Background: an optimization exercise with open tools, aiming at small area. Do not read the settings as production practice. Only simulation tests tie the RTL to the original design; equivalence was not proved. No activity file was given, so power comes from the tool's default toggle rates.

## design/flow/run.sh

```bash
#!/bin/bash
# synth_recipe.tcl (not shown) runs the flow's synth.tcl, then flattens the netlist and writes it again
# the make line also repeats each setting of config.mk as NAME=value (left out here)
make -C /OpenROAD-flow-scripts/flow DESIGN_CONFIG=/design/flow/config.mk WORK_HOME=/design/flow/orfs CLKGATE_MAP_FILE= SYNTH_SCRIPT=/design/flow/synth_recipe.tcl finish
```

## design/flow/config.mk

```make
export PLATFORM = sky130hd
export DESIGN_NAME = signal_meter_top
export DESIGN_NICKNAME = signal_meter_top
export VERILOG_FILES = /design/flow/design.v
export SDC_FILE = /design/flow/constraint.sdc
export NUM_CORES = 4
export LEC_CHECK = 0
export CAP_MARGIN = 20
export CORE_MARGIN = 2
export CORE_UTILIZATION = 40
export CTS_BUF_LIST = sky130_fd_sc_hd__clkbuf_8
export SLEW_MARGIN = 20
```

## design/flow/constraint.sdc

```tcl
create_clock -name core_clock -period 10.0 [get_ports {clk}]
set_input_delay 2.0000 -clock core_clock [delete_from_list [all_inputs] [get_ports {clk}]]
set_output_delay 2.0000 -clock core_clock [all_outputs]
set_load 0.01 [all_outputs]
```

## design/flow/design.v

```verilog
package signal_meter_pkg;
    localparam window_cycles = 16384;
endpackage
`timescale 1ns/10ps
module signal_meter_top (
    input  logic        clk,
    input  logic        rst_n,
    input  logic        measure_en,
    input  logic        sample_valid,
    input  logic [7:0]  sample_data,
    output logic [15:0] freq_out,
    output logic [15:0] amplitude_out,
    output logic [15:0] duty_out,
    output logic        freq_is_khz,
    output logic        results_updated
);
    logic [13:0] win;
    logic        tick, wzero, wfb;
    assign wzero = (win[12:0] == 13'd0);
    assign tick  = measure_en & wzero & win[13];
    assign wfb   = win[13] ^ win[11] ^ win[1] ^ win[0] ^ wzero;
    always_ff @(posedge clk or negedge rst_n) begin
        if (!rst_n)           win <= '0;
        else if (!measure_en) win <= '0;
        else                  win <= {win[12:0], wfb};
    end
    logic hi, vh, xing, prev_low;
    assign hi    = sample_data[7];
    assign vh    = sample_valid & hi;
    assign xing = vh & prev_low;
    always_ff @(posedge clk or negedge rst_n) begin
        if (!rst_n)            prev_low <= 1'b0;
        else if (!measure_en)  prev_low <= 1'b0;
        else if (sample_valid) prev_low <= ~hi;
    end
    logic [13:0] c_cnt, c_nx;
    logic [14:0] t_cnt, t_nx, h_cnt, h_nx;
    assign c_nx = c_cnt + 14'(xing);
    assign t_nx = t_cnt + 15'(sample_valid);
    assign h_nx = h_cnt + 15'(vh);
    always_ff @(posedge clk or negedge rst_n) begin
        if (!rst_n)                  c_cnt <= '0;
        else if (!measure_en || tick) c_cnt <= '0;
        else                         c_cnt <= c_nx;
    end
    logic keep_hi, drop_hi;
    always_ff @(posedge clk or negedge rst_n) begin
        if (!rst_n) begin
            t_cnt <= '0; h_cnt <= '0;
        end else begin
            if (!measure_en || tick) begin
                t_cnt[6:0] <= '0; h_cnt[4:0] <= '0;
            end else begin
                t_cnt[6:0] <= t_nx[6:0]; h_cnt[4:0] <= h_nx[4:0];
            end
            if (drop_hi || (!measure_en && !keep_hi)) begin
                t_cnt[14:7] <= '0; h_cnt[14:5] <= '0;
            end else begin
                t_cnt[14:7] <= t_nx[14:7]; h_cnt[14:5] <= h_nx[14:5];
            end
        end
    end
    logic [7:0] mx, nmn, mx_nx, mn_nx, nsd;
    assign nsd   = ~sample_data;
    assign mx_nx = (sample_valid && sample_data > mx) ? sample_data : mx;
    assign mn_nx = (sample_valid && nsd > nmn) ? sample_data : ~nmn;
    always_ff @(posedge clk or negedge rst_n) begin
        if (!rst_n) begin
            mx <= 8'd0; nmn <= 8'd0;
        end else if (!measure_en || tick) begin
            mx <= 8'd0; nmn <= 8'd0;
        end else begin
            mx <= mx_nx; nmn <= ~mn_nx;
        end
    end
    logic [8:0] adiff;
    logic [7:0] amp_p;
    assign adiff = {1'b0, mx_nx} - {1'b0, mn_nx};
    always_ff @(posedge clk or negedge rst_n) begin
        if (!rst_n)           amp_p <= '0;
        else if (!measure_en) amp_p <= '0;
        else if (tick)        amp_p <= adiff[8] ? 8'd0 : adiff[7:0];
    end
    logic [6:0] st;
    assign keep_hi = (st >= 7'd1) && (st <= 7'd15);
    assign drop_hi = (st == 7'd16);
    always_ff @(posedge clk or negedge rst_n) begin
        if (!rst_n)         st <= '0;
        else if (tick)      st <= 7'd1;
        else if (st != 0)   st <= st + 1'b1;
    end
    logic [14:0] hr;
    logic [4:0]  hlo;
    logic [7:0]  ir, r2;
    logic [6:0]  rr;
    logic [8:0]  rsub;
    logic [23:0] acc, acc_nx, a1;
    logic [1:0]  cy, cin;
    logic [3:0]  s2;
    logic        dv, i_le1, qb, p1, p2, ins;
    logic [13:0] z;
    logic        khz_p;
    logic [10:0] kmul;
    logic [11:0] zsum;
    logic        fmul, fsh;
    assign ir    = t_cnt[14:7];
    assign hr    = {h_cnt[14:5], hlo};
    assign i_le1 = (ir[7:1] == 7'd0);
    assign r2    = {rr, 1'b0};
    assign rsub  = {1'b0, r2} - {1'b0, ir};
    assign qb    = i_le1 | ~rsub[8];
    assign p1    = (st >= 7'd1)  && (st <= 7'd16);
    assign p2    = (st >= 7'd17) && (st <= 7'd40);
    assign fmul  = (st >= 7'd41) && (st <= 7'd54);
    assign fsh   = khz_p && (st >= 7'd55) && (st <= 7'd70);
    assign a1    = {acc[22:0], 1'b0} + (qb ? {9'd0, hr} : 24'd0);
    assign cin   = (st == 7'd17) ? {2{acc[6:2] < acc[4:0]}} : cy;
    assign s2    = {3'd0, acc[0]} - {3'd0, acc[5]} + {3'd0, acc[7]} + {{2{cin[1]}}, cin};
    assign ins   = (st >= 7'd30) & s2[0];
    assign kmul  = khz_p ? 11'd655 : 11'd10;
    assign zsum  = {1'b0, acc[12:2]} + (z[0] ? {1'b0, kmul} : 12'd0);
    always_comb begin
        acc_nx = acc;
        if (p1)        acc_nx = a1;
        else if (p2)   acc_nx = {ins, acc[23:1]};
        else if (fmul) acc_nx[12:2] = zsum[11:1];
        else if (fsh)  acc_nx[12:2] = {1'b0, acc[12:3]};
        if (tick)      acc_nx[7:0] = '0;
    end
    always_ff @(posedge clk) begin
        if (tick) begin
            hlo <= h_nx[4:0];
            rr  <= 7'd1;
        end else if (p1) begin
            rr  <= rsub[8] ? r2[6:0] : rsub[6:0];
        end
        acc[23:4] <= acc_nx[23:4];
        acc[1:0]  <= acc_nx[1:0];
        cy <= s2[2:1];
    end
    always_ff @(posedge clk or negedge rst_n) begin
        if (!rst_n) acc[3:2] <= '0;
        else        acc[3:2] <= acc_nx[3:2];
    end
    always_ff @(posedge clk or negedge rst_n) begin
        if (!rst_n) begin
            z <= '0; khz_p <= 1'b0;
        end else if (tick) begin
            z     <= c_nx;
            khz_p <= (c_nx > 14'd6553);
        end else if (fmul) begin
            z <= {zsum[0], z[13:1]};
        end else if (fsh) begin
            z <= {acc[2], z[13:1]};
        end
    end
    always_ff @(posedge clk or negedge rst_n) begin
        if (!rst_n)    dv <= 1'b0;
        else if (tick) dv <= (t_nx != 15'd0);
    end
    logic [7:0]  amp_o;
    logic [10:0] duty_o;
    always_ff @(posedge clk or negedge rst_n) begin
        if (!rst_n) begin
            freq_out        <= '0;
            freq_is_khz     <= 1'b0;
            amp_o           <= '0;
            duty_o          <= '0;
        end else begin
            if (tick) begin
                freq_out    <= {acc[3:2], z};
                freq_is_khz <= khz_p;
                amp_o       <= amp_p;
                if (dv) duty_o <= acc[23:13];
            end
        end
    end
    assign results_updated = (st == 7'd1);
    assign amplitude_out = {8'd0, amp_o};
    assign duty_out      = {5'd0, duty_o};
endmodule
```

==> flow_metrics.env, run 1 <==
export IMPL_ios=62
export IMPL_stdcell_count=1508
export IMPL_area_delta_synth_final_pct=10.3
export IMPL_cts_buffers=17
export IMPL_post_cts_setup_buffers=0
export IMPL_power_density_nw_per_um2=212
export IMPL_syn_area_per_cell_um2=9.36
export IMPL_tightest_slew_ps=861
export IMPL_synth_area_leaders="dfrtp_1 (34%), ha_1 (7.7%), edfxtp_1 (6.0%)"
export IMPL_cp_max_fo=8
export IMPL_synth_cell_area_um2=10600
export IMPL_drtAntennaViolNets=0
export IMPL_hold_buffers=0
export IMPL_synth_cell_type_count=72
export IMPL_drt_iter0_drc=429
export IMPL_start_kind="input pin"
export IMPL_antenna_found_initial=0
export IMPL_ctsResizeCount=0
export IMPL_place_inst=1477
export IMPL_place_congestion=0.817
export IMPL_synthDominantCellAreaShare_pct=34.0
export IMPL_synth_top_cell_by_area="dfrtp_1"
export IMPL_route_met3_wl_um=443
export IMPL_dr_pass1_iters=5
export IMPL_synth_top_cells_by_count="nand2_1 (145), dfrtp_1 (144), nor2_1 (100)"
export IMPL_drv_slew=0
export IMPL_peakVddDrop_mv=0.140
export IMPL_antenna_cells=0
export IMPL_nNetsFinal=1244
export IMPL_netlist_instances=1132
export IMPL_clock_latency_ps=480
export IMPL_cp_arrival_ps=5910
export IMPL_port_buffers=48
export IMPL_maxSlewHeadroom_pct=42.6
export IMPL_top_layer_used="met4"
export IMPL_cts_sinks=180
export IMPL_status="complete, no violations"
export IMPL_cpMostUsedCell="o21ai_0"
export IMPL_grt_start_max_net_pins=84
export IMPL_cp_required_ps=10340
export IMPL_grt_pass1_wl_mm=37.8
export IMPL_crit_path_end_kind="register"
export IMPL_yosysMostFrequentCell="nand2_1"
export IMPL_path_cells="clkdlybuf4s50_1, inv_1, ha_1, nor2b_1, o21a_1, o21ai_0, a21oi_1, o221a_2, mux2i_1, ha_1, fa_1, nor2b_1, o21a_1, o21ai_0, a21oi_1, o21a_1, o21ai_0, o21ai_0"
export IMPL_synth_async_reset_ratio_pct=80.0
export IMPL_cts_buffer_depth=2
export IMPL_routed_via_density=5.21
export IMPL_path_class="input pin to register"
export IMPL_clk_pin_slew_ps=100
export IMPL_post_route_min_period_ps=5570
export IMPL_clock_skew_ps=24.0
export IMPL_die_area_um2=27800
export IMPL_rows=59
export IMPL_max_freq_mhz=179
export IMPL_first_global_vias=7823
export IMPL_cp_slowest_stage_delay_ps=520
export IMPL_drv_cap=0
export IMPL_rsz0062_at_grt="false"
export IMPL_min_period_over_period_pct=55.7
export IMPL_drc=0
export IMPL_h_tree_depth=4
export IMPL_ys_warn_count=1
export IMPL_core_area_um2=26100
export IMPL_die_width_um=167
export IMPL_cts_root_buf="clkbuf_8"
export IMPL_hpwl_mm=15.5
export IMPL_routed_wl_mm=21.8
export IMPL_ys_ff_latch=180
export IMPL_setup_violations=0
export IMPL_cts_tree="built"
export IMPL_wl_met2_mm=10.2
export IMPL_p_leak_nw=5.23
export IMPL_synth_edf_count=21
export IMPL_synthFlopType="dfrtp_1"
export IMPL_ys_seq_area_share_pct=42.8
export IMPL_start_util_pct=40.6
export IMPL_overflow=0
export IMPL_drt_met1_wl_mm=11.0
export IMPL_slowest_stage="clkdlybuf4s50_1"
export IMPL_finalHoldViolCount=0
export IMPL_wl_per_cell_um=14.5
export IMPL_die_y_um=167
export IMPL_finalSetupTns_ps=0
export IMPL_track_usage_pct=16.4
export IMPL_fillers=2539
export IMPL_drive_gt1_share_pct=6.48
export IMPL_min_delay_path_class="register to register"
export IMPL_vias=7863
layer usage:
layer / vias up / global-route usage [%]
li1: 3953 / -
met1: 3795 / 22.3
met2: 93 / 27.1
met3: 22 / 2.85
met4: 0 / 4.12
met5: - / 0
worst max-delay path, delay by kind of cell:
| family | cells | cell delay [ps] |
|---|---|---|
| AND/OR/NAND/NOR | 2 | 190 |
| buffers and inverters | 2 | 590 |
| adder cells (fa/ha/maj) | 3 | 760 |
| multiplexers | 1 | 250 |
| AO/OA/AOI/OAI | 10 | 2120 |
per-stage QoR:
stage               instance area [um2]  hold WS (ps)  worst slack (ps)  power, mW  util (%)
floorplan                         10600           439              4750       1.77         -
global placement                  11300           458              3930       1.96      43.3
detailed placement                11300           462              3890       1.98      43.3
CTS                               11700           486              4420       2.50      44.8
global route                      11700           498              4010       2.68      44.8
finish                            11700           477              4430       2.48      44.8
cells by family after synthesis:
group	after synthesis	share of synthesized area, %
other cells	1	0.0354
compound gates	200	12.1
mux	48	4.78
buf+inv	115	4.97
fa+ha+maj	71	8.81
flops	180	42.8
simple gates	437	19.9
xor+xnor	80	6.61
cell usage in the layout, fill, tap and decap left out, types with 22 or more instances in the layout:
cell / netlist / routed
nor2_1: 100 / 100
xor2_1: 34 / 34
dfrtp_1: 144 / 144
o21ai_0: 65 / 64
nor2b_1: 24 / 24
nand2_1: 145 / 145
clkdlybuf4s50_1: 0 / 47
nand3_1: 35 / 34
and2_1: 44 / 44
ha_1: 65 / 65
inv_1: 56 / 57
xnor2_1: 46 / 46
nand4_1: 22 / 22
mux2i_1: 27 / 27
a21oi_1: 50 / 50
power breakdown:
group	internal (mW)	switching, mW	leakage (nW)
clock	0.225	0.281	0.199
sequential	0.878	0.136	2.31
combinational	0.396	0.560	2.73
path summary, 6_finish.rpt:
path,end,depth (start not counted),slack (ps),from
max in group asynchronous,h_cnt[4],2,7120,rst_n
min in group asynchronous,nmn[6],1,1560,rst_n
min,freq_is_khz,2,480,freq_is_khz
max reg2reg,acc[23],18,5230,t_cnt[9]
max,amp_p[2],18,4430,sample_data[1]
min reg2reg,freq_is_khz,2,480,freq_is_khz
state kept, by name, summed over array words and instances (netlist names):
register / count
freq_is_khz: 1
hlo: 5
acc: 24
z: 14
amp_p: 8
h_cnt: 15
c_cnt: 14
t_cnt: 15
win: 14
amp_o: 8
dv: 1
st: 7
freq_out: 16
mx: 8
cy: 2
nmn: 8
prev_low: 1
rr: 7
khz_p: 1
duty_o: 11
area by class of cell:
| class | instances | area [um2] | share of cell area (%) |
|---|---|---|---|
| clock buffers | 17 | 234 | 2.00 |
| clock inverters | 14 | 158 | 1.35 |
| inverters | 57 | 214 | 1.83 |
| multi-input cells | 849 | 5580 | 47.8 |
| flip-flops and latches | 180 | 4530 | 38.8 |
| well taps | 335 | 419 | 3.59 |
| repair buffers | 56 | 542 | 4.64 |
==> run 2: changes to the inputs <==
==> design/flow/flow/run.sh (new file) <==
#!/bin/bash
# Own layout flow: the standard synthesis, then its combinational gates are
# re-mapped for area with Yosys/ABC (registers untouched: same instances, names
# and cells), proven equivalent, then the standard layout steps with the
# port buffers made of the smallest plain buffer cell.
# Each tool's output goes to a log_*.txt file in the work folder.
set -euo pipefail
W=$(pwd)
R=$W/orfs/results/$FLOW_PLATFORM/signal_meter_top/base
YOSYS=$FLOW_HOME/../tools/install/yosys/bin/yosys
[ -x "$YOSYS" ] || YOSYS=yosys
LIB=$FLOW_HOME/platforms/$FLOW_PLATFORM/lib/sky130_fd_sc_hd__tt_025C_1v80.lib
DU=$(sed 's/^/-dont_use /' $W/flow/dont_use.txt | tr '\n' ' ')

# ports get the smallest plain buffer instead of a delay cell
export BUFFER_PORTS_ARGS="-buffer_cell sky130_fd_sc_hd__buf_1"

bash standard.sh synth > $W/log_synth.txt 2>&1
cp $R/1_2_yosys.v $W/std_1_2_yosys.v

subst() {
  sed -e "s#@LIB@#$LIB#g" -e "s#@IN@#$W/std_1_2_yosys.v#g" -e "s#@OUT@#$W/reopt.v#g" \
      -e "s#@WORK@#$W#g" -e "s#@DU@#$DU#g" "$1" > "$2"
}
subst $W/flow/reopt.ys $W/reopt_run.ys
subst $W/flow/eqcheck.ys $W/eqcheck_run.ys

use_reopt=0
if $YOSYS -q -l $W/log_reopt.txt $W/reopt_run.ys > /dev/null 2>&1; then
  # the registers must be exactly the standard synthesis's
  regs() { grep -E '^\s*sky130_fd_sc_hd__(df|edf|sdf|sedf|dl)' "$1" | awk '{print $1, $2}' | sort; }
  if [ "$(regs $W/std_1_2_yosys.v)" == "$(regs $W/reopt.v)" ] && ! grep -qE '^\s*\\\$' $W/reopt.v; then
    if $YOSYS -q -l $W/log_eqcheck.txt $W/eqcheck_run.ys > /dev/null 2>&1; then
      use_reopt=1
    fi
  fi
fi
echo "use_reopt=$use_reopt" | tee $W/log_choice.txt

if [ $use_reopt = 1 ]; then
  cp $W/reopt.v $R/1_2_yosys.v
  rm -f $R/1_synth.odb $R/1_synth.sdc
fi
bash standard.sh > $W/log_layout.txt 2>&1
==> design/flow/flow/area.abc (new file) <==
strash
dc2
&get -n
&deepsyn -T 40
&put
dch -f
amap
==> design/flow/flow/dont_use.txt (new file) <==
sky130_fd_sc_hd__lpflow_bleeder_1
sky130_fd_sc_hd__lpflow_clkbufkapwr_1
sky130_fd_sc_hd__lpflow_clkbufkapwr_16
sky130_fd_sc_hd__lpflow_clkbufkapwr_2
sky130_fd_sc_hd__lpflow_clkbufkapwr_4
sky130_fd_sc_hd__lpflow_clkbufkapwr_8
sky130_fd_sc_hd__lpflow_clkinvkapwr_1
sky130_fd_sc_hd__lpflow_clkinvkapwr_16
sky130_fd_sc_hd__lpflow_clkinvkapwr_2
sky130_fd_sc_hd__lpflow_clkinvkapwr_4
sky130_fd_sc_hd__lpflow_clkinvkapwr_8
sky130_fd_sc_hd__lpflow_decapkapwr_12
sky130_fd_sc_hd__lpflow_decapkapwr_3
sky130_fd_sc_hd__lpflow_decapkapwr_4
sky130_fd_sc_hd__lpflow_decapkapwr_6
sky130_fd_sc_hd__lpflow_decapkapwr_8
sky130_fd_sc_hd__lpflow_inputiso0n_1
sky130_fd_sc_hd__lpflow_inputiso0p_1
sky130_fd_sc_hd__lpflow_inputiso1n_1
sky130_fd_sc_hd__lpflow_inputiso1p_1
sky130_fd_sc_hd__lpflow_inputisolatch_1
sky130_fd_sc_hd__lpflow_isobufsrc_1
sky130_fd_sc_hd__lpflow_isobufsrc_16
sky130_fd_sc_hd__lpflow_isobufsrc_2
sky130_fd_sc_hd__lpflow_isobufsrc_4
sky130_fd_sc_hd__lpflow_isobufsrc_8
sky130_fd_sc_hd__lpflow_isobufsrckapwr_16
sky130_fd_sc_hd__lpflow_lsbuf_lh_hl_isowell_tap_1
sky130_fd_sc_hd__lpflow_lsbuf_lh_hl_isowell_tap_2
sky130_fd_sc_hd__lpflow_lsbuf_lh_hl_isowell_tap_4
sky130_fd_sc_hd__lpflow_lsbuf_lh_isowell_4
sky130_fd_sc_hd__lpflow_lsbuf_lh_isowell_tap_1
sky130_fd_sc_hd__lpflow_lsbuf_lh_isowell_tap_2
sky130_fd_sc_hd__lpflow_lsbuf_lh_isowell_tap_4
sky130_fd_sc_hd__probe_p_8
sky130_fd_sc_hd__probec_p_8
==> design/flow/flow/eqcheck.ys (new file) <==
# Equivalence of the re-mapped netlist with the standard one (registers
# matched by name).
read_liberty -ignore_miss_func @LIB@
read_verilog @IN@
rename signal_meter_top gold
read_verilog @OUT@
rename signal_meter_top gate
flatten gold gate
opt_clean gold gate
async2sync
equiv_make gold gate eq
equiv_simple -seq 2 eq
equiv_induct eq
equiv_status -assert eq
==> design/flow/flow/reopt.ys (new file) <==
# Re-map the combinational logic of the standard synthesis netlist for area.
# Flip-flops and tie cells are kept as black boxes, so every register keeps
# its instance name and cell; only the gates between them are re-mapped.
read_liberty -ignore_miss_func @LIB@
blackbox sky130_fd_sc_hd__df* sky130_fd_sc_hd__edf* sky130_fd_sc_hd__sdf* sky130_fd_sc_hd__sedf* sky130_fd_sc_hd__dl* sky130_fd_sc_hd__conb_1
read_verilog @IN@
hierarchy -top signal_meter_top
tee -o @WORK@/reopt_before.txt stat -liberty @LIB@
flatten
opt -purge
abc -liberty @LIB@ @DU@ -script @WORK@/flow/area.abc
opt_clean -purge
hilomap -singleton -hicell sky130_fd_sc_hd__conb_1 HI -locell sky130_fd_sc_hd__conb_1 LO
tee -o @WORK@/reopt_after.txt stat -liberty @LIB@
write_verilog -noattr -noexpr -nohex -nodec @OUT@
==> design/flow/standard.sh (new file) <==
#!/bin/bash
# synth_recipe.tcl (not shown) runs the flow's synth.tcl, then flattens the netlist and writes it again
# the make line also repeats each setting of config.mk as NAME=value (left out here)
make -C /OpenROAD-flow-scripts/flow DESIGN_CONFIG=/design/flow/config.mk WORK_HOME=/design/flow/orfs CLKGATE_MAP_FILE= SYNTH_SCRIPT=/design/flow/synth_recipe.tcl "${@:-finish}"
removed: design/flow/run.sh
==> run 2 against run 1 <==
Against the previous run: flip-flop and latch count stayed put; design area fell by 18%; non-clock buffer count did not move; cell count fell by 11%; via count fell by 11%; clock skew decreased by 12 ps; area after synthesis shrank 20%; combinational power decreased by about 20%; count of clock-buffer cells in the layout unchanged; critical endpoint is now acc[23]; highest routed layer unchanged; synthesized cell count is 15% lower.
==> flow_metrics.env, run 2 <==
export IMPL_antenna_cells=0
export IMPL_hold_buffers=0
export IMPL_first_global_vias=6662
export IMPL_stdcell_count=1340
export IMPL_cpMostUsedCell="nor2_1"
export IMPL_r2r_cells=42
export IMPL_worstReg2RegStart="acc[0]"
export IMPL_finalHoldViolCount=0
export IMPL_rrSetupSlack_ps=3410
export IMPL_regMostFlops="acc"
export IMPL_p_leak_nw=3.85
export IMPL_min_period_over_period_pct=65.9
export IMPL_syn_area_per_cell_um2=8.75
export IMPL_vias=6962
export IMPL_cp_required_ps=10200
export IMPL_ctsResizeCount=0
export IMPL_die_width_um=149
export IMPL_maxSlewHeadroom_pct=39.2
export IMPL_place_inst=1308
export IMPL_ys_warn_count=1
export IMPL_overflow=0
export IMPL_cts_sinks=180
export IMPL_drc=0
export IMPL_worst_slack_ps=3410
export IMPL_drt_iter0_drc=333
export IMPL_start_kind="register"
export IMPL_routed_wl_mm=18.5
export IMPL_cts_buffers=17
export IMPL_cts_tree="built"
export IMPL_wl_met2_mm=8.56
export IMPL_cp_arrival_ps=6790
export IMPL_area_delta_synth_final_pct=13.0
export IMPL_dr_pass1_iters=5
export IMPL_power_density_nw_per_um2=246
export IMPL_top_layer_used="met4"
export IMPL_clk_pin_slew_ps=100
export IMPL_peakVddDrop_mv=0.114
export IMPL_rows=53
export IMPL_clock_latency_ps=470
export IMPL_track_usage_pct=17.7
export IMPL_wl_per_cell_um=13.8
export IMPL_finalSetupTns_ps=0
export IMPL_netlist_instances=965
export IMPL_core_area_um2=20900
export IMPL_nNetsFinal=1064
export IMPL_cts_buffer_depth=2
export IMPL_cp_slowest_stage_delay_ps=340
export IMPL_drv_cap=0
export IMPL_worstReg2RegEnd="acc[23]"
export IMPL_rsz0062_at_grt="false"
export IMPL_post_route_min_period_ps=6590
export IMPL_holdWs_ps=481
export IMPL_status="complete, no violations"
export IMPL_grt_start_max_net_pins=79
export IMPL_routed_via_density=5.20
export IMPL_post_place_ws_ps=3340
export IMPL_antenna_found_initial=0
export IMPL_top_regs="acc x24, freq_out x16"
export IMPL_crit_path_end_kind="register"
export IMPL_place_congestion=0.871
export IMPL_die_area_um2=22300
export IMPL_path_class="register to register"
export IMPL_grt_pass1_wl_mm=31.9
export IMPL_h_tree_depth=4
export IMPL_min_delay_path_class="register to register"
export IMPL_hpwl_mm=12.7
export IMPL_crit_path_end="acc[23]"
export IMPL_synth_cell_area_um2=8440
export IMPL_drtAntennaViolNets=0
export IMPL_layout_common_cells="nor2_1 (190), dfrtp_1 (144), clkinv_1 (129)"
export IMPL_drv_slew=0
export IMPL_clock_skew_ps=12.0
export IMPL_mostFrequentLayoutCell="nor2_1"
export IMPL_max_freq_mhz=152
export IMPL_drive_gt1_share_pct=4.04
export IMPL_cts_root_buf="clkbuf_8"
export IMPL_die_y_um=149
export IMPL_ios=62
export IMPL_drt_met1_wl_mm=9.24
export IMPL_startpoint="acc[0]"
export IMPL_slowest_stage="dfxtp_1"
export IMPL_start_util_pct=40.4
export IMPL_route_met3_wl_um=477
export IMPL_setup_violations=0
export IMPL_post_cts_setup_buffers=0
export IMPL_port_buffers=48
export IMPL_largest_reg_flops=24
export IMPL_cp_max_fo=5
export IMPL_tightest_slew_ps=911
[run 2: metal layers]
metal | up-vias | GRT usage, %
li1 | 3578 | -
met1 | 3266 | 23.7
met2 | 98 | 29.4
met3 | 20 | 3.43
met4 | 0 | 5.43
met5 | - | 0
[run 2: how the worst min path moves through the flow]
stage | slack (ps) | start | depth (start not counted) | end
final | 480 | win[8] | 2 | win[9]
after global routing | 500 | win[6] | 2 | win[7]
after CTS | 490 | h_cnt[14] | 1 | h_cnt[14]
after detailed placement | 460 | h_cnt[14] | 1 | h_cnt[14]
after global placement | 450 | win[1] | 1 | win[0]
after floorplan | 440 | win[1] | 1 | win[0]
[run 2: worst max-delay path, delay by kind of cell (launching register included)]
family          cells  cell delay (ps)
buf+inv             2              250
flops               1              340
simple gates       23             3220
compound gates     17             2490
[run 2: layout make-up]
| class | instances | area [um2] |
|---|---|---|
| clock inverters | 15 | 211 |
| repair buffers | 56 | 248 |
| inverters | 129 | 484 |
| fillers | 2052 | 11400 |
| flip-flops and latches | 180 | 4530 |
| clock buffers | 17 | 234 |
| well taps | 275 | 344 |
| multi-input cells | 668 | 3480 |
[run 2: power by group]
group / leakage [nW] / total, mW / switching, mW / internal, mW
clock network: 0.223 / 0.553 / 0.292 / 0.260
logic: 1.40 / 0.767 / 0.483 / 0.284
registers: 2.23 / 1.03 / 0.117 / 0.911
[run 2: through the flow]
step,power (mW),utilization (%),cell area (um2)
6_report,2.35,45.6,9530
4_1_cts,2.37,45.6,9530
2_1_floorplan,1.59,-,8490
3_3_place_gp,1.80,43.5,9080
5_1_grt,2.54,45.6,9530
3_5_place_dp,1.81,43.5,9080
==> run 3: changes to the inputs <==
--- a/design/flow/design.v
+++ b/design/flow/design.v
@@ -81,12 +81,12 @@
         else if (!measure_en) amp_p <= '0;
         else if (tick)        amp_p <= adiff[8] ? 8'd0 : adiff[7:0];
     end
-    logic [6:0] st;
-    assign keep_hi = (st >= 7'd1) && (st <= 7'd15);
-    assign drop_hi = (st == 7'd16);
+    logic [5:0] st;
+    assign keep_hi = (st >= 6'd1) && (st <= 6'd15);
+    assign drop_hi = (st == 6'd16);
     always_ff @(posedge clk or negedge rst_n) begin
         if (!rst_n)         st <= '0;
-        else if (tick)      st <= 7'd1;
+        else if (tick)      st <= 6'd1;
         else if (st != 0)   st <= st + 1'b1;
     end
     logic [14:0] hr;
@@ -102,21 +102,20 @@
     logic        khz_p;
     logic [10:0] kmul;
     logic [11:0] zsum;
-    logic        fmul, fsh;
+    logic        fmul;
     assign ir    = t_cnt[14:7];
     assign hr    = {h_cnt[14:5], hlo};
     assign i_le1 = (ir[7:1] == 7'd0);
     assign r2    = {rr, 1'b0};
     assign rsub  = {1'b0, r2} - {1'b0, ir};
     assign qb    = i_le1 | ~rsub[8];
-    assign p1    = (st >= 7'd1)  && (st <= 7'd16);
-    assign p2    = (st >= 7'd17) && (st <= 7'd40);
-    assign fmul  = (st >= 7'd41) && (st <= 7'd54);
-    assign fsh   = khz_p && (st >= 7'd55) && (st <= 7'd70);
+    assign p1    = (st >= 6'd1)  && (st <= 6'd16);
+    assign p2    = (st >= 6'd17) && (st <= 6'd40);
+    assign fmul  = (st >= 6'd41) && (st <= 6'd54);
     assign a1    = {acc[22:0], 1'b0} + (qb ? {9'd0, hr} : 24'd0);
-    assign cin   = (st == 7'd17) ? {2{acc[6:2] < acc[4:0]}} : cy;
+    assign cin   = (st == 6'd17) ? {2{acc[6:2] < acc[4:0]}} : cy;
     assign s2    = {3'd0, acc[0]} - {3'd0, acc[5]} + {3'd0, acc[7]} + {{2{cin[1]}}, cin};
-    assign ins   = (st >= 7'd30) & s2[0];
+    assign ins   = (st >= 6'd30) & s2[0];
     assign kmul  = khz_p ? 11'd655 : 11'd10;
     assign zsum  = {1'b0, acc[12:2]} + (z[0] ? {1'b0, kmul} : 12'd0);
     always_comb begin
@@ -124,7 +123,6 @@
         if (p1)        acc_nx = a1;
         else if (p2)   acc_nx = {ins, acc[23:1]};
         else if (fmul) acc_nx[12:2] = zsum[11:1];
-        else if (fsh)  acc_nx[12:2] = {1'b0, acc[12:3]};
         if (tick)      acc_nx[7:0] = '0;
     end
     always_ff @(posedge clk) begin
@@ -150,8 +148,6 @@
             khz_p <= (c_nx > 14'd6553);
         end else if (fmul) begin
             z <= {zsum[0], z[13:1]};
-        end else if (fsh) begin
-            z <= {acc[2], z[13:1]};
         end
     end
     always_ff @(posedge clk or negedge rst_n) begin
@@ -168,14 +164,14 @@
             duty_o          <= '0;
         end else begin
             if (tick) begin
-                freq_out    <= {acc[3:2], z};
+                freq_out    <= khz_p ? {9'd0, acc[10:4]} : {acc[3:2], z};
                 freq_is_khz <= khz_p;
                 amp_o       <= amp_p;
                 if (dv) duty_o <= acc[23:13];
             end
         end
     end
-    assign results_updated = (st == 7'd1);
+    assign results_updated = (st == 6'd1);
     assign amplitude_out = {8'd0, amp_o};
     assign duty_out      = {5'd0, duty_o};
 endmodule
==> run 3 against run 2 <==
Against the previous run: clock skew is 8.1 ps higher; area after synthesis is 0.30% lower; total power is 0.26% higher; still clean; highest routed layer unchanged; synthesized cell count is 1.1% lower; critical path type unchanged; largest power group unchanged; die area is 0.29% lower; flip-flop and latch count is 1 lower; count of clock-buffer cells in the layout stayed put; worst setup slack worse by 1200 ps; hold slack better by 2.9 ps.
==> flow_metrics.env, run 3 <==
export IMPL_status="complete, no violations"
export IMPL_cp_arrival_ps=8050
export IMPL_seq_area_um2=4510
export IMPL_start_util_pct=40.4
export IMPL_ctsResizeCount=0
export IMPL_drive_gt1_share_pct=4.34
export IMPL_dr_pass1_iters=5
export IMPL_largest_reg_flops=24
export IMPL_r2r_cells=54
export IMPL_clock_latency_ps=470
export IMPL_rows=53
export IMPL_maxSlewHeadroom_pct=45.1
export IMPL_finalHoldViolCount=0
export IMPL_hold_depth=2
export IMPL_core_area_um2=20800
export IMPL_wl_per_cell_um=14.4
export IMPL_vias=6917
export IMPL_p_leak_nw=3.89
export IMPL_max_freq_mhz=128
export IMPL_cp_required_ps=10250
export IMPL_ys_warn_count=1
export IMPL_port_buffers=48
export IMPL_die_area_um2=22200
export IMPL_holdCritStartpoint="freq_out[14]"
export IMPL_path_class="register to register"
export IMPL_drv_cap=0
export IMPL_cts_root_buf="clkbuf_8"
export IMPL_layout_common_cells="nor2_1 (173), dfrtp_1 (143), clkinv_1 (120)"
export IMPL_drc=0
export IMPL_routed_via_density=5.19
export IMPL_report_power_total_mw=2.35
export IMPL_power_density_nw_per_um2=247
export IMPL_rrSetupSlack_ps=2200
export IMPL_slowest_stage="dfrtp_1"
export IMPL_hold_path_end="freq_out[14]"
export IMPL_multi_input_comb_area_um2=3510
export IMPL_antenna_cells=0
export IMPL_clock_skew_ps=20.1
export IMPL_cts_tree="built"
export IMPL_cts_buffer_depth=2
export IMPL_tightest_slew_ps=823
export IMPL_mostFrequentLayoutCell="nor2_1"
export IMPL_min_period_over_period_pct=78.0
export IMPL_grt_pass1_wl_mm=32.4
export IMPL_finalSetupTns_ps=0
export IMPL_post_cts_setup_buffers=0
export IMPL_die_width_um=149
export IMPL_regMostFlops="acc"
export IMPL_rsz0062_at_grt="false"
export IMPL_syn_area_per_cell_um2=8.82
export IMPL_setup_violations=0
export IMPL_h_tree_depth=4
export IMPL_cts_buffers=17
export IMPL_netlist_instances=954
export IMPL_first_global_vias=6714
export IMPL_clk_pin_slew_ps=110
export IMPL_drv_slew=0
export IMPL_place_congestion=0.823
export IMPL_drt_iter0_drc=425
export IMPL_cp_max_fo=11
export IMPL_cpMostUsedCell="o21ai_0"
export IMPL_hold_buffers=0
export IMPL_post_route_min_period_ps=7800
export IMPL_area_delta_synth_final_pct=13.2
export IMPL_nNetsFinal=1058
export IMPL_drtAntennaViolNets=0
export IMPL_synth_cell_area_um2=8420
export IMPL_die_y_um=149
export IMPL_stdcell_count=1334
export IMPL_cp_slowest_stage_delay_ps=410
export IMPL_peakVddDrop_mv=0.117
export IMPL_cts_sinks=179
export IMPL_start_kind="register"
export IMPL_overflow=0
export IMPL_place_inst=1302
export IMPL_crit_path_end_kind="register"
export IMPL_min_delay_path_class="register to register"
export IMPL_ios=62
export IMPL_top_regs="acc x24, freq_out x16"
export IMPL_fillers=2114
export IMPL_grt_start_max_net_pins=67
export IMPL_routed_wl_mm=19.2
export IMPL_track_usage_pct=18.2
export IMPL_hpwl_mm=13.3
export IMPL_worstReg2RegStart="t_cnt[8]"
export IMPL_antenna_found_initial=0
export IMPL_worstReg2RegEnd="acc[23]"
export IMPL_post_route_util_pct=45.8
==> run 3: worst max-delay path: cells and delay by family (launching register included) <==
family / cells / cell delay, ps
AO/OA/AOI/OAI: 23 / 3380
flip-flops: 1 / 410
AND/OR/NAND/NOR: 27 / 3350
buffers and inverters: 4 / 450
==> run 3: how the worst max path moves through the flow <==
stage	from	end	slack (ps)
global placement	t_cnt[8]	acc[23]	2550
global route	t_cnt[8]	acc[23]	960
floorplan	measure_en	duty_o[10]	2770
detailed placement	t_cnt[8]	acc[23]	2210
finish	t_cnt[8]	acc[23]	2200
CTS	t_cnt[8]	acc[23]	2220
==> run 3: routing by layer <==
layer	share of wire, %	vias to the layer above	track usage [%]	wire length [um]
li1	-	3574	-	-
met1	50	3229	25.1	9550
met2	46	96	29.5	8790
met3	3.1	18	3.55	585
met4	1.3	0	5.10	241
met5	0	-	0	0
==> run 3: power by group <==
| part | total, mW | switching (mW) | leakage, nW | internal, mW |
|---|---|---|---|---|
| logic | 0.810 | 0.503 | 1.44 | 0.308 |
| registers | 0.987 | 0.102 | 2.22 | 0.884 |
| clock network | 0.557 | 0.281 | 0.225 | 0.276 |
| total | 2.35 | 0.886 | 3.89 | 1.47 |
==> run 3: layout make-up <==
cell class                      count  area share [%]
Tap cell                          275            3.61
Multi-Input combinational cell    667            36.8
Clock inverter                     15            2.13
Timing Repair Buffer               61            2.95
Clock buffer                       17            2.46
Inverter                          120            4.73
Sequential cell                   179            47.3
==> run 3: metrics by stage <==
step,hold slack [ps],instance area (um2),setup slack (ps)
after floorplan,448,8460,2770
after global placement,466,9090,2550
after detailed placement,473,9090,2210
after CTS,493,9530,2220
after global routing,512,9530,962
final,484,9530,2200
==> run 4: changes to the inputs <==
--- a/design/flow/design.v
+++ b/design/flow/design.v
@@ -38,10 +38,19 @@
     assign c_nx = c_cnt + 14'(xing);
     assign t_nx = t_cnt + 15'(sample_valid);
     assign h_nx = h_cnt + 15'(vh);
+    logic       p1, drop_c;
+    logic [6:0] rr_nx;
     always_ff @(posedge clk or negedge rst_n) begin
-        if (!rst_n)                  c_cnt <= '0;
-        else if (!measure_en || tick) c_cnt <= '0;
-        else                         c_cnt <= c_nx;
+        if (!rst_n) begin
+            c_cnt <= '0;
+        end else begin
+            if (!measure_en || tick) c_cnt[6:0] <= '0;
+            else                     c_cnt[6:0] <= c_nx[6:0];
+            if (tick)                             c_cnt[13:7] <= 7'd1;
+            else if (p1)                          c_cnt[13:7] <= drop_c ? 7'd0 : rr_nx;
+            else if (!measure_en)                 c_cnt[13:7] <= '0;
+            else                                  c_cnt[13:7] <= c_nx[13:7];
+        end
     end
     logic keep_hi, drop_hi;
     always_ff @(posedge clk or negedge rst_n) begin
@@ -92,12 +101,11 @@
     logic [14:0] hr;
     logic [4:0]  hlo;
     logic [7:0]  ir, r2;
-    logic [6:0]  rr;
     logic [8:0]  rsub;
     logic [23:0] acc, acc_nx, a1;
     logic [1:0]  cy, cin;
     logic [3:0]  s2;
-    logic        dv, i_le1, qb, p1, p2, ins;
+    logic        dv, fv, i_le1, qb, p2, ins;
     logic [13:0] z;
     logic        khz_p;
     logic [10:0] kmul;
@@ -106,7 +114,9 @@
     assign ir    = t_cnt[14:7];
     assign hr    = {h_cnt[14:5], hlo};
     assign i_le1 = (ir[7:1] == 7'd0);
-    assign r2    = {rr, 1'b0};
+    assign r2    = {c_cnt[13:7], 1'b0};
+    assign rr_nx = rsub[8] ? r2[6:0] : rsub[6:0];
+    assign drop_c = (st == 6'd16);
     assign rsub  = {1'b0, r2} - {1'b0, ir};
     assign qb    = i_le1 | ~rsub[8];
     assign p1    = (st >= 6'd1)  && (st <= 6'd16);
@@ -126,24 +136,10 @@
         if (tick)      acc_nx[7:0] = '0;
     end
     always_ff @(posedge clk) begin
+        if (tick) hlo <= h_nx[4:0];
+        acc <= acc_nx;
+        cy  <= s2[2:1];
         if (tick) begin
-            hlo <= h_nx[4:0];
-            rr  <= 7'd1;
-        end else if (p1) begin
-            rr  <= rsub[8] ? r2[6:0] : rsub[6:0];
-        end
-        acc[23:4] <= acc_nx[23:4];
-        acc[1:0]  <= acc_nx[1:0];
-        cy <= s2[2:1];
-    end
-    always_ff @(posedge clk or negedge rst_n) begin
-        if (!rst_n) acc[3:2] <= '0;
-        else        acc[3:2] <= acc_nx[3:2];
-    end
-    always_ff @(posedge clk or negedge rst_n) begin
-        if (!rst_n) begin
-            z <= '0; khz_p <= 1'b0;
-        end else if (tick) begin
             z     <= c_nx;
             khz_p <= (c_nx > 14'd6553);
         end else if (fmul) begin
@@ -151,8 +147,11 @@
         end
     end
     always_ff @(posedge clk or negedge rst_n) begin
-        if (!rst_n)    dv <= 1'b0;
-        else if (tick) dv <= (t_nx != 15'd0);
+        if (!rst_n) begin
+            dv <= 1'b0; fv <= 1'b0;
+        end else if (tick) begin
+            dv <= (t_nx != 15'd0); fv <= 1'b1;
+        end
     end
     logic [7:0]  amp_o;
     logic [10:0] duty_o;
@@ -164,8 +163,10 @@
             duty_o          <= '0;
         end else begin
             if (tick) begin
-                freq_out    <= khz_p ? {9'd0, acc[10:4]} : {acc[3:2], z};
-                freq_is_khz <= khz_p;
+                if (fv) begin
+                    freq_out    <= khz_p ? {9'd0, acc[10:4]} : {acc[3:2], z};
+                    freq_is_khz <= khz_p;
+                end
                 amp_o       <= amp_p;
                 if (dv) duty_o <= acc[23:13];
             end
==> run 4 against run 3 <==
Against the previous run: global-route usage is 0.066 points higher; total power down 2.8%; utilization increased by 0.23 points; critical endpoint unchanged; combinational power fell by 4.1%; sequential power hardly changed; synthesized cell count is 0.21% lower; highest routed layer unchanged; cell count decreased by 0.75%; register-to-register slack gained 1500 ps; fmax up 24%; design area decreased by 2.3%; largest cell class unchanged; via count is 1.3% lower; clock power down 11%.
==> flow_metrics.env, run 4 <==
export IMPL_setup_violations=0
export IMPL_netlist_instances=952
export IMPL_drv_slew=0
export IMPL_die_area_um2=21800
export IMPL_ios=62
export IMPL_port_buffers=48
export IMPL_worst_slack_ps=3710
export IMPL_layout_common_cells="nor2_1 (198), clkinv_1 (128), dfrtp_1 (127)"
export IMPL_die_width_um=148
export IMPL_h_tree_depth=4
export IMPL_seq_power_share_pct=44.4
export IMPL_routed_wl_mm=18.9
export IMPL_comb_power_share_pct=33.9
export IMPL_synth_cell_area_um2=8270
export IMPL_rows=52
export IMPL_top_regs="acc x24, freq_out x16"
export IMPL_fillers=1981
export IMPL_cp_slowest_stage_delay_ps=480
export IMPL_multi_input_comb_area_um2=3370
export IMPL_min_period_over_period_pct=62.9
export IMPL_internal_power_mw=1.39
export IMPL_pwr_share_clk_pct=21.6
export IMPL_max_freq_mhz=159
export IMPL_stdcell_count=1324
export IMPL_start_util_pct=40.9
export IMPL_mostFrequentLayoutCell="nor2_1"
export IMPL_largest_reg_flops=24
export IMPL_drtAntennaViolNets=0
export IMPL_routed_via_density=5.15
export IMPL_overflow=0
export IMPL_cts_buffer_depth=2
export IMPL_track_usage_pct=18.3
export IMPL_drv_cap=0
export IMPL_finalSetupTns_ps=0
export IMPL_post_route_min_period_ps=6290
export IMPL_cp_arrival_ps=6520
export IMPL_wl_per_cell_um=14.2
export IMPL_regMostFlops="acc"
export IMPL_p_leak_nw=3.72
export IMPL_power_density_nw_per_um2=246
export IMPL_clk_pin_slew_ps=90
export IMPL_area_delta_synth_final_pct=12.6
export IMPL_hold_buffers=0
export IMPL_cts_buffers=17
export IMPL_cp_required_ps=10230
export IMPL_die_y_um=148
export IMPL_rsz0062_at_grt="false"
export IMPL_tightest_slew_ps=742
export IMPL_drt_iter0_drc=479
export IMPL_syn_area_per_cell_um2=8.68
export IMPL_nNetsFinal=1053
export IMPL_report_power_total_mw=2.29
export IMPL_p_sw_share_pct=39.2
export IMPL_cp_max_fo=6
export IMPL_hpwl_mm=13.6
export IMPL_antenna_found_initial=0
export IMPL_place_inst=1292
export IMPL_vias=6825
export IMPL_holdWs_ps=482
export IMPL_cts_tree="built"
export IMPL_status="complete, no violations"
export IMPL_peakVddDrop_mv=0.102
export IMPL_path_class="register to register"
export IMPL_crit_path_end_kind="register"
export IMPL_antenna_cells=0
export IMPL_slowest_stage="dfxtp_1"
export IMPL_drive_gt1_share_pct=4.08
export IMPL_post_cts_setup_buffers=0
export IMPL_drc=0
export IMPL_core_area_um2=20200
export IMPL_cts_sinks=173
export IMPL_clock_latency_ps=470
export IMPL_clock_skew_ps=20.6
export IMPL_ys_warn_count=1
export IMPL_post_place_ws_ps=3370
export IMPL_ctsResizeCount=0
export IMPL_place_congestion=0.833
export IMPL_min_delay_path_class="register to register"
export IMPL_power_switching_uw=898
export IMPL_grt_pass1_wl_mm=32.1
export IMPL_cpMostUsedCell="nand2_1"
export IMPL_start_kind="register"
export IMPL_maxSlewHeadroom_pct=50.0
export IMPL_seq_area_um2=4460
export IMPL_dr_pass1_iters=6
export IMPL_cts_root_buf="clkbuf_8"
export IMPL_grt_start_max_net_pins=57
export IMPL_finalHoldViolCount=0
export IMPL_first_global_vias=6357
==> run 4: cell types whose count changed in the layout (fill, tap and decap cells not counted), moves of 7 or more <==
cell	before	now
clkinv_1	120	128
dfrtp_1	143	127
a22oi_1	11	3
o22a_1	16	4
or2_0	7	14
nor2_1	173	198
a31oi_1	5	13
edfxtp_1	21	36
nand2_1	102	86
o21a_1	23	4
o22ai_1	55	38
a32o_1	7	0
nor3_1	22	35
a211oi_1	9	21
==> run 4: worst max-delay path, delay by kind of cell, from the launching register on <==
family                 cells  cell delay, ps
and+or+nand+nor           22            3250
AOI/OAI and AO/OA         17            2140
DFF                        1             480
buffers and inverters      1             180
==> run 4: power groups by stage <==
stage	clock, mW	combinational, mW	sequential (mW)
2_1_floorplan	0	0.562	0.992
3_3_place_gp	0	0.765	1.03
3_5_place_dp	0	0.773	1.03
4_1_cts	0.511	0.776	1.02
5_1_grt	0.537	0.882	1.04
6_report	0.495	0.777	1.02
==> run 4: worst paths after layout <==
path                             start          end  slack [ps]  cells after the start
max reg2reg                     acc[0]      acc[23]        3710                     40
min in group asynchronous        rst_n    c_cnt[10]        1530                      1
min                        freq_is_khz  freq_is_khz         480                      1
max                             acc[0]      acc[23]        3710                     40
max in group asynchronous        rst_n     amp_p[6]        7410                      2
min reg2reg                freq_is_khz  freq_is_khz         480                      1
==> run 4: routing by layer <==
metal  routed length (um)  global-route usage, %  share of wire, %
met5                    0                      0                 0
met4                  245                   4.86               1.3
met3                  774                   4.26               4.1
met2                 8230                   28.0                44
met1                 9610                   26.2                51
==> run 4: final cells by class <==
type,count,area share [%]
Clock buffer,17,2.51
Clock inverter,15,1.77
Inverter,128,5.16
Multi-Input combinational cell,663,36.2
Sequential cell,173,47.9
Tap cell,270,3.63
Timing Repair Buffer,58,2.78
==> run 4: per-stage QoR <==
step                      util (%)  instance area, um2
after floorplan                  -                8310
after global placement        44.0                8910
after detailed placement      44.0                8910
after CTS                     46.0                9310
after global routing          46.0                9310
final                         46.0                9310
==> run 5: changes to the inputs <==
--- a/design/flow/design.v
+++ b/design/flow/design.v
@@ -85,10 +85,9 @@
     logic [8:0] adiff;
     logic [7:0] amp_p;
     assign adiff = {1'b0, mx_nx} - {1'b0, mn_nx};
-    always_ff @(posedge clk or negedge rst_n) begin
-        if (!rst_n)           amp_p <= '0;
-        else if (!measure_en) amp_p <= '0;
-        else if (tick)        amp_p <= adiff[8] ? 8'd0 : adiff[7:0];
+    always_ff @(posedge clk) begin
+        if (!measure_en) amp_p <= '0;
+        else if (tick)   amp_p <= adiff[8] ? 8'd0 : adiff[7:0];
     end
     logic [5:0] st;
     assign keep_hi = (st >= 6'd1) && (st <= 6'd15);
@@ -166,8 +165,8 @@
                 if (fv) begin
                     freq_out    <= khz_p ? {9'd0, acc[10:4]} : {acc[3:2], z};
                     freq_is_khz <= khz_p;
+                    amp_o       <= amp_p;
                 end
-                amp_o       <= amp_p;
                 if (dv) duty_o <= acc[23:13];
             end
         end
--- a/design/flow/flow/run.sh
+++ b/design/flow/flow/run.sh
@@ -2,7 +2,8 @@
 # Own layout flow: the standard synthesis, then its combinational gates are
 # re-mapped for area with Yosys/ABC (registers untouched: same instances, names
 # and cells), proven equivalent, then the standard layout steps with the
-# port buffers made of the smallest plain buffer cell.
+# port buffers made of the smallest plain buffer cell and a clock tree
+# without dummy loads.
 # Each tool's output goes to a log_*.txt file in the work folder.
 set -euo pipefail
 W=$(pwd)
@@ -14,6 +15,8 @@
 
 # ports get the smallest plain buffer instead of a delay cell
 export BUFFER_PORTS_ARGS="-buffer_cell sky130_fd_sc_hd__buf_1"
+# clock tree of clkbuf_8 without dummy loads
+export CTS_ARGS="-sink_clustering_enable -repair_clock_nets -buf_list sky130_fd_sc_hd__clkbuf_8 -dont_use_dummy_load"
 
 bash standard.sh synth > $W/log_synth.txt 2>&1
 cp $R/1_2_yosys.v $W/std_1_2_yosys.v
--- a/design/flow/config.mk
+++ b/design/flow/config.mk
@@ -9,4 +9,5 @@
 export CORE_MARGIN = 2
 export CORE_UTILIZATION = 40
 export CTS_BUF_LIST = sky130_fd_sc_hd__clkbuf_8
+export GPL_TIMING_DRIVEN = 0
 export SLEW_MARGIN = 20
==> run 5 against run 4 <==
Against the previous run: routed wire length fell by 1.2%; sequential share of layout area rose by 0.51 points; flip-flop and latch count did not move; critical path type unchanged; clock skew rose by 19 ps; total power fell by 12%; largest power group unchanged; utilization fell by 0.75 points; design area fell by 1.9%; clock power fell by 26%; largest cell class unchanged; register-to-register slack got worse by 1200 ps; critical path depth rose by 1; global-route usage barely moved; sequential power fell by 4%.
==> flow_metrics.env, run 5 <==
export IMPL_finalHoldViolCount=0
export IMPL_setup_violations=0
export IMPL_track_usage_pct=18.3
export IMPL_routed_via_density=5.19
export IMPL_die_width_um=147
export IMPL_tightest_slew_ps=1070
export IMPL_internal_power_mw=1.27
export IMPL_seq_power_share_pct=48.6
export IMPL_hpwl_mm=13.7
export IMPL_cts_tree="built"
export IMPL_rsz0062_at_grt="false"
export IMPL_wl_per_cell_um=14.4
export IMPL_layout_common_cells="nor2_1 (199), clkinv_1 (123), dfrtp_1 (119)"
export IMPL_ctsResizeCount=0
export IMPL_slowest_stage="o32ai_1"
export IMPL_max_freq_mhz=134
export IMPL_netlist_instances=940
export IMPL_nNetsFinal=1039
export IMPL_post_route_min_period_ps=7450
export IMPL_finalSetupTns_ps=0
export IMPL_min_period_over_period_pct=74.5
export IMPL_place_congestion=0.821
export IMPL_top_regs="acc x24, freq_out x16"
export IMPL_drv_slew=0
export IMPL_multi_input_comb_area_um2=3370
export IMPL_h_tree_depth=4
export IMPL_regMostFlops="acc"
export IMPL_start_kind="register"
export IMPL_die_area_um2=21600
export IMPL_path_class="register to register"
export IMPL_min_delay_path_class="register to register"
export IMPL_hold_buffers=0
export IMPL_synth_cell_area_um2=8200
export IMPL_drtAntennaViolNets=0
export IMPL_power_switching_uw=751
export IMPL_cp_max_fo=9
export IMPL_clock_latency_ps=470
export IMPL_drv_cap=0
export IMPL_drc=0
export IMPL_syn_area_per_cell_um2=8.72
export IMPL_critPathBufInv=2
export IMPL_status="complete, no violations"
export IMPL_overflow=0
export IMPL_crit_path_end_kind="register"
export IMPL_grt_pass1_wl_mm=31.8
export IMPL_core_area_um2=20200
export IMPL_dr_pass1_iters=5
export IMPL_p_leak_nw=3.62
export IMPL_power_density_nw_per_um2=222
export IMPL_die_y_um=147
export IMPL_cp_arrival_ps=7650
export IMPL_rows=52
export IMPL_largest_reg_flops=24
export IMPL_comb_power_share_pct=33.2
export IMPL_cts_buffer_depth=2
export IMPL_port_buffers=48
export IMPL_seq_area_um2=4420
export IMPL_fillers=2063
export IMPL_antenna_cells=0
export IMPL_worst_slack_ps=2550
export IMPL_antenna_found_initial=0
export IMPL_drive_gt1_share_pct=3.12
export IMPL_cts_sinks=173
export IMPL_peakVddDrop_mv=0.0987
export IMPL_worst_path_dominant_cell_family="compound AO/OA/AOI/OAI gates"
export IMPL_post_place_ws_ps=2630
export IMPL_start_util_pct=40.6
export IMPL_post_cts_setup_buffers=0
export IMPL_cts_root_buf="clkbuf_8"
export IMPL_drt_iter0_drc=468
export IMPL_clock_skew_ps=39.7
export IMPL_cp_slowest_stage_delay_ps=840
export IMPL_cpMostUsedCell="nor2_1"
export IMPL_mostFrequentLayoutCell="nor2_1"
export IMPL_vias=6720
export IMPL_p_sw_share_pct=37.1
export IMPL_maxSlewHeadroom_pct=28.8
export IMPL_first_global_vias=6369
export IMPL_report_power_total_mw=2.02
export IMPL_area_delta_synth_final_pct=11.4
export IMPL_clk_pin_slew_ps=90
export IMPL_cts_buffers=17
export IMPL_ios=62
export IMPL_ys_warn_count=1
export IMPL_routed_wl_mm=18.6
export IMPL_grt_start_max_net_pins=43
export IMPL_pwr_share_clk_pct=18.2
export IMPL_cp_required_ps=10200
run 5: power by group through the flow:
stage	Clock [mW]	Sequential [mW]	Combinational [mW]
floorplan	0	0.971	0.488
global placement	0	0.996	0.644
detailed placement	0	0.997	0.671
CTS	0.382	0.984	0.672
global route	0.404	1.00	0.767
finish	0.368	0.984	0.672
run 5: per-layer routing:
metal,track usage (%),up-vias,routed length [um]
met5,0,-,0
met4,6.20,0,333
met3,3.88,24,718
met2,29.9,119,8800
met1,24.4,3089,8780
li1,-,3488,-
run 5: per-stage QoR:
stage | util (%) | cells | cell area (um2) | hold WS [ps]
floorplan | - | 952 | 8240 | 410
global placement | 43.4 | 1270 | 8760 | 419
detailed placement | 44.1 | 1278 | 8890 | 425
CTS | 45.3 | 1295 | 9130 | 440
global route | 45.3 | 1295 | 9130 | 470
finish | 45.3 | 1295 | 9130 | 437
run 5: worst paths after layout:
| check | startpoint | slack [ps] | cells past startpoint | to |
|---|---|---|---|---|
| max in group asynchronous | rst_n | 7460 | 4 | t_cnt[11] |
| min in group asynchronous | rst_n | 1530 | 1 | amp_o[2] |
| setup reg to reg | t_cnt[7] | 2550 | 41 | acc[23] |
| hold reg to reg | amp_p[7] | 440 | 2 | amp_o[7] |
| hold / removal | amp_p[7] | 440 | 2 | amp_o[7] |
| setup / recovery | t_cnt[7] | 2550 | 41 | acc[23] |
run 5: final cells by class:
| type | count | share of cell area (%) |
|---|---|---|
| sequential | 173 | 48.4 |
| multi-input combinational | 654 | 36.9 |
| inverter | 125 | 5.17 |
| tap | 270 | 3.70 |
| timing repair buffer | 56 | 3.28 |
| clock buffer | 17 | 2.56 |
run 5: tightest hold or removal path, delay by kind of cell, from the launching register on:
kind	cells	cell delay (ps)
buffers and inverters	1	40
AOI/OAI and AO/OA	1	50
DFF	1	310
==> run 6: changes to the inputs <==
--- a/design/flow/config.mk
+++ b/design/flow/config.mk
@@ -9,5 +9,4 @@
 export CORE_MARGIN = 2
 export CORE_UTILIZATION = 40
 export CTS_BUF_LIST = sky130_fd_sc_hd__clkbuf_8
-export GPL_TIMING_DRIVEN = 0
 export SLEW_MARGIN = 20
==> run 6 against run 5 <==
Against the previous run: die area did not move; first-iteration DRC count rose by 2.6%; design area fell by 0.48%; highest routed layer unchanged; total power fell by 0.49%; sequential power barely moved; via count rose by 1.4%; cell count rose by 0.23%; clock power barely moved; still clean on timing, DRC and antenna.
==> flow_metrics.env, run 6 <==
export IMPL_status="complete, no violations"
export IMPL_grt_util_met1_pct=25.0
export IMPL_post_cts_setup_buffers=0
export IMPL_antenna_found_initial=0
export IMPL_path_class="register to register"
export IMPL_hold_buffers=0
export IMPL_holdCritStartpoint="amp_p[4]"
export IMPL_cts_buffer_depth=2
export IMPL_final_area_um2=9080
export IMPL_top_regs="acc x24, freq_out x16"
export IMPL_cts_buffers=17
export IMPL_drt_iter0_drc=480
export IMPL_cp_max_fo=9
export IMPL_grt_use_met3_pct=3.82
export IMPL_report_power_total_mw=2.01
export IMPL_antenna_cells=0
export IMPL_critPathBufInv=2
export IMPL_stdcell_count=1298
export IMPL_h_tree_depth=4
export IMPL_grt_pass1_wl_mm=31.7
export IMPL_die_y_um=147
export IMPL_overflow=0
export IMPL_drive_gt1_share_pct=2.92
export IMPL_slowest_stage="o32ai_1"
export IMPL_drc=0
export IMPL_routed_wl_mm=18.8
export IMPL_ios=62
export IMPL_cts_sinks=173
export IMPL_clock_latency_ps=460
export IMPL_post_route_min_period_ps=7480
export IMPL_rows=52
export IMPL_hold_path_end="amp_o[4]"
export IMPL_synth_cell_area_um2=8200
export IMPL_mostFrequentLayoutCell="nor2_1"
export IMPL_drtAntennaViolNets=0
export IMPL_max_freq_mhz=134
export IMPL_grt_start_max_net_pins=68
export IMPL_maxSlewHeadroom_pct=31.2
export IMPL_cpMostUsedCell="nor2_1"
export IMPL_ctsResizeCount=0
export IMPL_regMostFlops="acc"
export IMPL_layout_common_cells="nor2_1 (201), clkinv_1 (125), dfrtp_1 (119)"
export IMPL_die_width_um=147
export IMPL_largest_reg_flops=24
export IMPL_rrSetupSlack_ps=2520
export IMPL_min_period_over_period_pct=74.8
export IMPL_port_buffers=48
export IMPL_hold_depth=2
export IMPL_cts_tree="built"
export IMPL_drv_slew=0
export IMPL_die_area_um2=21600
export IMPL_tightest_slew_ps=1030
export IMPL_start_kind="register"
export IMPL_grt_use_met2_pct=29.0
export IMPL_setup_violations=0
export IMPL_place_congestion=0.861
export IMPL_place_inst=1281
export IMPL_worst_path_dominant_cell_family="compound AO/OA/AOI/OAI gates"
export IMPL_first_global_vias=6431
export IMPL_place_area_um2=8850
export IMPL_wl_per_cell_um=14.5
export IMPL_area_delta_synth_final_pct=10.8
export IMPL_clk_pin_slew_ps=100
export IMPL_routed_via_density=5.25
export IMPL_min_delay_path_class="register to register"
export IMPL_nNetsFinal=1042
export IMPL_cp_arrival_ps=7700
export IMPL_grt_busiest_layer="met2"
export IMPL_clock_skew_ps=34.1
export IMPL_cts_root_buf="clkbuf_8"
export IMPL_worstReg2RegEnd="acc[23]"
export IMPL_syn_area_per_cell_um2=8.72
export IMPL_p_leak_nw=3.61
export IMPL_r2r_cells=41
export IMPL_power_density_nw_per_um2=222
export IMPL_hpwl_mm=13.6
export IMPL_peakVddDrop_mv=0.0978
export IMPL_ys_warn_count=1
export IMPL_finalHoldViolCount=0
export IMPL_start_util_pct=40.6
export IMPL_dr_pass1_iters=7
export IMPL_finalSetupTns_ps=0
export IMPL_cp_slowest_stage_delay_ps=870
export IMPL_track_usage_pct=18.1
export IMPL_worstReg2RegStart="t_cnt[7]"
export IMPL_core_area_um2=20200
export IMPL_crit_path_end_kind="register"
export IMPL_cp_required_ps=10220
export IMPL_netlist_instances=940
export IMPL_vias=6813
export IMPL_rsz0062_at_grt="false"
export IMPL_drv_cap=0
-- run 6: how the worst max path moves through the flow --
stage | from | endpoint | slack [ps] | cells past startpoint
after detailed placement | t_cnt[7] | acc[23] | 2750 | 41
after global routing | t_cnt[7] | acc[23] | 1620 | 42
after global placement | t_cnt[7] | acc[23] | 2950 | 41
after floorplan | t_cnt[7] | acc[23] | 3560 | 40
after CTS | t_cnt[7] | acc[23] | 2720 | 41
final | t_cnt[7] | acc[23] | 2520 | 41
-- run 6: report_power, final --
| part | internal (mW) | leakage, nW | switching (mW) |
|---|---|---|---|
| sequential | 0.888 | 2.12 | 0.0960 |
| combinational | 0.232 | 1.37 | 0.431 |
| clock | 0.150 | 0.122 | 0.217 |
-- run 6: worst min-delay path: stages (launching register included) --
cell and delay [ps]:
dfxtp_1 310, clkinv_1 50, a21oi_1 50
-- run 6: per-layer routing --
metal,share of wire [%],up-vias,wire (um)
li1,-,3499,-
met4,1.2,0,227
met2,47,128,8790
met5,0,-,0
met1,49,3169,9190
met3,3.2,17,611
-- run 6: layout make-up --
class,count,area [um2]
tap,270,338
multi-input combinational,654,3360
fill,2038,11100
timing repair buffer,59,267
sequential,173,4420
clock buffer,17,234
inverter,125,469
-- run 6: per-stage QoR --
stage	utilization, %	hold slack (ps)	setup slack [ps]
floorplan	-	410	3560
detailed placement	43.9	426	2750
global route	45.0	460	1620
CTS	45.0	444	2720
global placement	43.9	423	2950
finish	45.0	441	2520
==> run 7: changes to the inputs <==
--- a/design/flow/flow/run.sh
+++ b/design/flow/flow/run.sh
@@ -3,7 +3,7 @@
 # re-mapped for area with Yosys/ABC (registers untouched: same instances, names
 # and cells), proven equivalent, then the standard layout steps with the
 # port buffers made of the smallest plain buffer cell and a clock tree
-# without dummy loads.
+# without dummy loads, and a single tie cell for the constant outputs.
 # Each tool's output goes to a log_*.txt file in the work folder.
 set -euo pipefail
 W=$(pwd)
@@ -15,6 +15,8 @@
 
 # ports get the smallest plain buffer instead of a delay cell
 export BUFFER_PORTS_ARGS="-buffer_cell sky130_fd_sc_hd__buf_1"
+# one tie cell for all constant outputs
+export SKIP_REPAIR_TIE_FANOUT=1
 # clock tree of clkbuf_8 without dummy loads
 export CTS_ARGS="-sink_clustering_enable -repair_clock_nets -buf_list sky130_fd_sc_hd__clkbuf_8 -dont_use_dummy_load"
 
--- a/design/flow/config.mk
+++ b/design/flow/config.mk
@@ -9,4 +9,5 @@
 export CORE_MARGIN = 2
 export CORE_UTILIZATION = 40
 export CTS_BUF_LIST = sky130_fd_sc_hd__clkbuf_8
+export GPL_TIMING_DRIVEN = 0
 export SLEW_MARGIN = 20
==> run 7 against run 6 <==
Against the previous run: clock power up 2%; area after synthesis down 0.44%; highest routed layer unchanged; total power down 2.9%; still clean; via count down 2.4%; critical endpoint is now amp_p[2]; combinational power down 11%; count of clock-buffer cells in the layout unchanged; global-route usage about the same; flip-flop and latch count unchanged; fmax up 7.3%; largest cell class unchanged; utilization down 0.17 points.
==> flow_metrics.env, run 7 <==
export IMPL_place_area_um2=8780
export IMPL_cts_tree="built"
export IMPL_regMostFlops="acc"
export IMPL_post_place_ws_ps=2540
export IMPL_port_buffers=48
export IMPL_overflow=0
export IMPL_die_y_um=147
export IMPL_min_delay_path_class="register to register"
export IMPL_ys_warn_count=1
export IMPL_startpoint="sample_data[2]"
export IMPL_die_width_um=147
export IMPL_synth_cell_area_um2=8160
export IMPL_clock_latency_ps=450
export IMPL_peakVddDrop_mv=0.0903
export IMPL_wl_per_cell_um=14.7
export IMPL_mostFrequentLayoutCell="nor2_1"
export IMPL_post_cts_setup_buffers=0
export IMPL_netlist_instances=934
export IMPL_comb_power_share_pct=30.4
export IMPL_track_usage_pct=18.1
export IMPL_ios=62
export IMPL_cts_sinks=173
export IMPL_cp_slowest_stage_delay_ps=750
export IMPL_rrSetupSlack_ps=3620
export IMPL_cts_buffer_depth=2
export IMPL_start_util_pct=40.6
export IMPL_core_area_um2=20100
export IMPL_p_sw_share_pct=36.5
export IMPL_final_area_um2=9020
export IMPL_p_leak_nw=3.59
export IMPL_max_freq_mhz=143
export IMPL_setup_violations=0
export IMPL_drv_slew=0
export IMPL_min_period_over_period_pct=69.7
export IMPL_slowest_stage="o21ai_0"
export IMPL_vias=6649
export IMPL_cts_root_buf="clkbuf_8"
export IMPL_largest_reg_flops=24
export IMPL_rows=52
export IMPL_finalSetupTns_ps=0
export IMPL_rsz0062_at_grt="false"
export IMPL_multi_input_comb_area_um2=3280
export IMPL_pwr_share_clk_pct=19.1
export IMPL_layout_common_cells="nor2_1 (195), clkinv_1 (125), dfrtp_1 (119)"
export IMPL_path_cells="buf_1, or2_0, a222oi_1, nor2_1, a21oi_1, nor3_1, a221o_1, a31oi_1, clkinv_1, o22ai_1, o21ai_0, o21ai_0, nand2_1, and2_0, nand2_1, o21ai_0, nand2_1, o21ai_0, o21ai_0, o22ai_1, o21a_1, o21ai_0, o22ai_1"
export IMPL_seq_power_share_pct=50.5
export IMPL_first_global_vias=6291
export IMPL_area_delta_synth_final_pct=10.6
export IMPL_clk_pin_slew_ps=80
export IMPL_cts_buffers=17
export IMPL_finalHoldViolCount=0
export IMPL_antenna_cells=0
export IMPL_drv_cap=0
export IMPL_hold_buffers=0
export IMPL_syn_area_per_cell_um2=8.74
export IMPL_r2r_cells=39
export IMPL_crit_path_end_kind="register"
export IMPL_drc=0
export IMPL_routed_wl_mm=18.7
export IMPL_top_regs="acc x24, freq_out x16"
export IMPL_power_switching_uw=713
export IMPL_worstReg2RegStart="acc[0]"
export IMPL_cpMostUsedCell="o21ai_0"
export IMPL_maxSlewHeadroom_pct=30.5
export IMPL_drtAntennaViolNets=0
export IMPL_h_tree_depth=4
export IMPL_post_route_min_period_ps=6970
export IMPL_cp_arrival_ps=7260
export IMPL_worstReg2RegEnd="acc[23]"
export IMPL_start_kind="input pin"
export IMPL_path_class="input pin to register"
export IMPL_clock_skew_ps=31.2
export IMPL_tightest_slew_ps=1040
export IMPL_hold_depth=2
export IMPL_cp_required_ps=10290
export IMPL_routed_via_density=5.22
export IMPL_grt_pass1_wl_mm=31.5
export IMPL_nNetsFinal=1018
export IMPL_dr_pass1_iters=5
export IMPL_drt_iter0_drc=404
export IMPL_fillers=1988
export IMPL_hpwl_mm=13.6
export IMPL_power_density_nw_per_um2=217
export IMPL_grt_start_max_net_pins=42
export IMPL_antenna_found_initial=0
export IMPL_place_congestion=0.831
export IMPL_cp_max_fo=11
export IMPL_drive_gt1_share_pct=2.99
export IMPL_status="complete, no violations"
export IMPL_ctsResizeCount=0
export IMPL_internal_power_mw=1.24
export IMPL_worst_slack_ps=3030
export IMPL_holdCritStartpoint="amp_p[2]"
export IMPL_hold_path_end="amp_o[2]"
export IMPL_seq_area_um2=4420
export IMPL_die_area_um2=21600
run 7: how the worst max path moves through the flow:
stage	endpoint	slack, ps	depth (start not counted)
after floorplan	amp_p[1]	3970	22
after global placement	nmn[3]	1290	1
after detailed placement	amp_p[2]	2540	23
after CTS	amp_p[2]	3010	23
after global routing	amp_p[3]	2200	23
final	amp_p[2]	3030	23
run 7: power groups by stage:
stage | logic, mW | clock network, mW | registers (mW)
floorplan | 0.440 | 0 | 0.967
global placement | 0.576 | 0 | 1.00
detailed placement | 0.596 | 0 | 1.00
CTS | 0.598 | 0.385 | 0.989
global route | 0.679 | 0.411 | 1.01
finish | 0.594 | 0.373 | 0.988
run 7: area by class of cell:
cell class	count	area share [%]
Tap cell	270	3.75
Inverter	127	5.31
Timing Repair Buffer	53	3.02
Multi-Input combinational cell	634	36.3
Clock buffer	17	2.59
Sequential cell	173	49.0
run 7: worst max-delay path, delay by kind of cell:
kind | cells | cell delay [ps]
compound gates | 14 | 3910
simple gates | 7 | 880
buf+inv | 2 | 480
run 7: through the flow:
| step | power, mW | instances | hold slack (ps) | util [%] |
|---|---|---|---|---|
| final | 1.96 | 1274 | 433 | 44.9 |
| after global routing | 2.10 | 1274 | 455 | 44.9 |
| after CTS | 1.97 | 1274 | 434 | 44.9 |
| after detailed placement | 1.60 | 1257 | 422 | 43.7 |
| after global placement | 1.58 | 1252 | 425 | 43.2 |
| after floorplan | 1.41 | 934 | 410 | - |
run 7: layer usage:
| layer | GRT usage [%] | wire (um) | share of wire, % |
|---|---|---|---|
| met1 | 25.2 | 9120 | 49 |
| met2 | 28.8 | 8590 | 46 |
| met3 | 4.29 | 785 | 4.2 |
| met4 | 4.27 | 169 | 0.91 |
| met5 | 0 | 0 | 0 |

Re-timed with assumed drivers on the ports (clkbuf_16 on the clock, buf_2 on other inputs), run 7 has 3.047 ns of setup slack against 3.028 ns with ideal ports, and 2.569 ns once port delays also move by the mid clock arrival of 0.478 ns.
